What follows belongs to an exercise in optimizing a design on an open flow for small area, a short achievable clock period and few clock cycles per item; a production flow would make more cautious choices.
Where RTL was checked, it was by simulation tests only, not by an equivalence proof against the original.
Power is estimated from default activity; no workload was simulated.

lagoon:
## speech_mouth_pixel_overlay
module speech_mouth_pixel_overlay (
  input  logic        clk_i,
  input  logic        rst_ni,
  input  logic        in_valid_i,
  output logic        in_stall_o,
  input  logic [94:0] in_item_i,
  output logic        out_valid_o,
  input  logic        out_stall_i,
  output logic [19:0] out_item_o,
  input  logic        cfg_we_i,
  input  logic [2:0]  cfg_idx_i,
  input  logic [15:0] cfg_data_i
);
For scale: ~1800 cells after synthesis, roughly 220 flip-flops, roughly 140 I/O pins.
export LEC_CHECK = 0
export ABC_AREA = 1
export CAP_MARGIN = 20
export CORE_MARGIN = 2
export CORE_UTILIZATION = 40
export SETUP_SLACK_MARGIN = 2.8
export SLEW_MARGIN = 20
create_clock -name core_clock -period 6.0 [get_ports {clk_i}]
standard.sh (not shown) runs the stock make flow with config.mk's settings and CLKGATE_MAP_FILE= SYNTH_SCRIPT=/design/flow/synth_recipe.tcl, a recipe that flattens the netlist after the stock synthesis.
==> flow/flow/run.sh <==
#!/bin/bash
# Layout flow: the standard flow, with the port buffers that placement
# inserts made sky130_fd_sc_hd__buf_1 cells instead of the default choice, and
# clock tree synthesis run without dummy loads and with larger sink clusters.
set -euo pipefail
bash standard.sh "BUFFER_PORTS_ARGS=-buffer_cell sky130_fd_sc_hd__buf_1" \
  "CTS_ARGS=-sink_clustering_enable -repair_clock_nets -dont_use_dummy_load -sink_clustering_size 20 -sink_clustering_max_diameter 100" \
  finish > standard.log 2>&1
lagoon has completed all stages; timing, DRC and antenna checks passed.
Testbench counts of lagoon, summed over its fixed seeds: cycles 26,745, items 24,000.
Inputs modified between lagoon and willow:
- swapping 40 for 55 in CORE_UTILIZATION
- swapping 2.8 for 2.9 in SETUP_SLACK_MARGIN
Notes after the runs:
Between willow and lagoon, it is willow whose final period utilization is higher, by 0.39 points.
Changes observed in willow relative to lagoon: routed wire length on met3 grew by 11%; critical path depth grew by 8; post-layout instance area held steady; number of cells in the finished layout apart from fillers shrank by 4.9%; worst hold slack across all endpoints grew by 0.0052 ns.
willow against lagoon; maximum frequency is down slightly.
Transition time at the pin with the least slew margin is lower on lagoon
In willow the power share of the combinational group turned out 1.9 points higher than in lagoon.
Setup WNS lagoon -> willow: worse
Across willow and lagoon, none had a timing, DRC or antenna violation.
The inputs of violet differ from those of willow as listed below.
- CORE_UTILIZATION changed from 55 to 40
- PLACE_DENSITY newly set to 0.75
- SETUP_SLACK_MARGIN changed from 2.9 to 2.8
==> run summary <==
- Taking willow as the reference point, the number of antenna diodes of violet rises by 1.
- violet vs. willow: leakage power figure went down by 1.7%.
- Against willow, violet comes in 0.077 ns lower on post-placement worst setup slack.
- Relative to willow, share of total power in the clock network increased by 0.8 points in violet.
- Post-layout minimum cycle time: violet worse than willow
- Between violet and willow, maximum number of pins on one net before global-route repair is lower for willow, violet comes in above that.
Inputs modified between violet and onyx:
- PLACE_DENSITY: 0.75 -> unset
- SETUP_SLACK_MARGIN: 2.8 -> 2.7
==> comparison <==
[compare] base=violet new=onyx: power per cell area did not really move, synthesis-to-layout area growth went up by 1.1 points, maximum number of pins on one net before global-route repair now sits lower, number of inserted filler cells in the final layout went up, setup slack of the most critical reg-to-reg path now sits higher. onyx reports its cell with the largest stage delay on the worst path as sky130_fd_sc_hd__ha_4 while violet reports sky130_fd_sc_hd__ha_1. The setup slack of onyx is larger than that of violet. On register share of total power: onyx sits below violet. onyx: no failed stages, no open violations at the end.
> inputs changed (onyx -> cedar)
- CAP_MARGIN: 20 -> 10
- SLEW_MARGIN: 20 -> 10
- SETUP_SLACK_MARGIN: 2.7 -> 2.8
-- flow/flow/run.sh --
<<< onyx, line 7
  "CTS_ARGS=-sink_clustering_enable -repair_clock_nets -dont_use_dummy_load -sink_clustering_size 20 -sink_clustering_max_diameter 100" \
>>> cedar, line 7
  "CTS_ARGS=-sink_clustering_enable -repair_clock_nets -dont_use_dummy_load -sink_clustering_size 14 -sink_clustering_max_diameter 80 -buf_list {sky130_fd_sc_hd__clkbuf_8}" \
==> run summary <==
| pin count of the biggest net entering global routing | cedar vs onyx | 5 higher |. The layout-stage area growth over the synthesis result reported for cedar is smaller than that of onyx by 0.56 points. Share of the final layout cell area in multi-input gates (cedar over onyx): increase, 0.46 points. Compared with onyx, cedar shows count of clock-buffer cells in the layout higher by 6.


Another version of the RTL of speech_mouth_pixel_overlay (not shown whole).
For scale: roughly 220 flip-flops, roughly 14000 um2 of cells after synthesis.
// speech_mouth_pixel_overlay
module speech_mouth_pixel_overlay (
  input  logic        clk_i,
  input  logic        rst_ni,
  input  logic        in_valid_i,
  output logic        in_stall_o,
  input  logic [94:0] in_item_i,
  output logic        out_valid_o,
  input  logic        out_stall_i,
  output logic [19:0] out_item_o,
  input  logic        cfg_we_i,
  input  logic [2:0]  cfg_idx_i,
  input  logic [15:0] cfg_data_i
);
==> flow/config.mk <==
export PLATFORM = sky130hd
export DESIGN_NAME = speech_mouth_pixel_overlay
export DESIGN_NICKNAME = speech_mouth_pixel_overlay
export VERILOG_FILES = /design/flow/design.v
export SDC_FILE = /design/flow/constraint.sdc
export NUM_CORES = 4
export LEC_CHECK = 0
export ABC_AREA = 1
export CAP_MARGIN = 20
export CORE_MARGIN = 2
export CORE_UTILIZATION = 40
export SETUP_SLACK_MARGIN = 2.8
export SLEW_MARGIN = 20
==> flow/constraint.sdc <==
create_clock -name core_clock -period 6.0 [get_ports {clk_i}]
set_input_delay 1.2000 -clock core_clock [delete_from_list [all_inputs] [get_ports {clk_i}]]
set_output_delay 1.2000 -clock core_clock [all_outputs]
set_load 0.01 [all_outputs]
==> flow/flow/run.sh <==
#!/bin/bash
# Layout flow: the standard flow, with the port buffers that placement
# inserts made sky130_fd_sc_hd__buf_1 cells instead of the default choice, and
# clock tree synthesis run without dummy loads and with larger sink clusters.
set -euo pipefail
bash standard.sh "BUFFER_PORTS_ARGS=-buffer_cell sky130_fd_sc_hd__buf_1" \
  "CTS_ARGS=-sink_clustering_enable -repair_clock_nets -dont_use_dummy_load -sink_clustering_size 20 -sink_clustering_max_diameter 100" \
  finish > standard.log 2>&1
==> next run, changes <==
==> flow/flow/run.sh (replaced) <==
#!/bin/bash
# Layout flow: the standard flow, with the port buffers that placement
# inserts made sky130_fd_sc_hd__buf_1 cells instead of the default choice.
set -euo pipefail
bash standard.sh "BUFFER_PORTS_ARGS=-buffer_cell sky130_fd_sc_hd__buf_1" finish > standard.log 2>&1
- SETUP_SLACK_MARGIN: 2.8 -> 3.0
Outcome: Wire length rises by about 4.7%. Design area came out higher by 7.7%. Global-route usage goes up by 0.43 points. Clock skew drops by 3.6 ps. Worst hold slack is worse by 3.2 ps. Clock-buffer cell count rose by 22. Area after synthesis is unchanged. Power rose by about 20%. Critical path depth does not change. Setup slack degrades by 72 ps.
Function was not checked in any run of this note: the RTL went through the layout flow alone.

-- separate check: timing with driven ports --
No port has a modelled driver above. Below, the same layouts with a new extraction and two added sets of constraints. Step 1 sets driving cells, clkbuf_16 on the clock port and buf_2 on the other inputs (assumed; they add their load-dependent delay and slew). Step 2 also shifts input and output timing later by t, the mid clock arrival at the registers, as if the neighbouring blocks saw the same clock. Three values: ideal, step 1, step 2; two values: the first two.
run | shift t [ns] | setup WS [ns] | worst register clock-pin slew, ns
lagoon | 0.514 | 2.823 / 2.779 / 2.306 | 0.09 / 0.09
willow | 0.510 | 2.800 / 2.804 / 2.293 | 0.08 / 0.08
violet | 0.522 | 2.779 / 2.804 / 2.282 | 0.09 / 0.09
onyx | 0.507 | 2.789 / 2.812 / 2.305 | 0.09 / 0.09
cedar | 0.569 | 2.853 / 2.830 / 2.262 | 0.10 / 0.10
the first run of note 2 | 0.525 | 2.849 / 2.874 / 2.349 | 0.09 / 0.09
the second run of note 2 | 0.573 | 2.777 / 2.777 / 2.351 | 0.07 / 0.07
After both steps setup and hold are still met in every run listed. The setup slack of cedar, which loses most, moves by -0.023 ns with the drivers and by -0.591 ns with both steps.
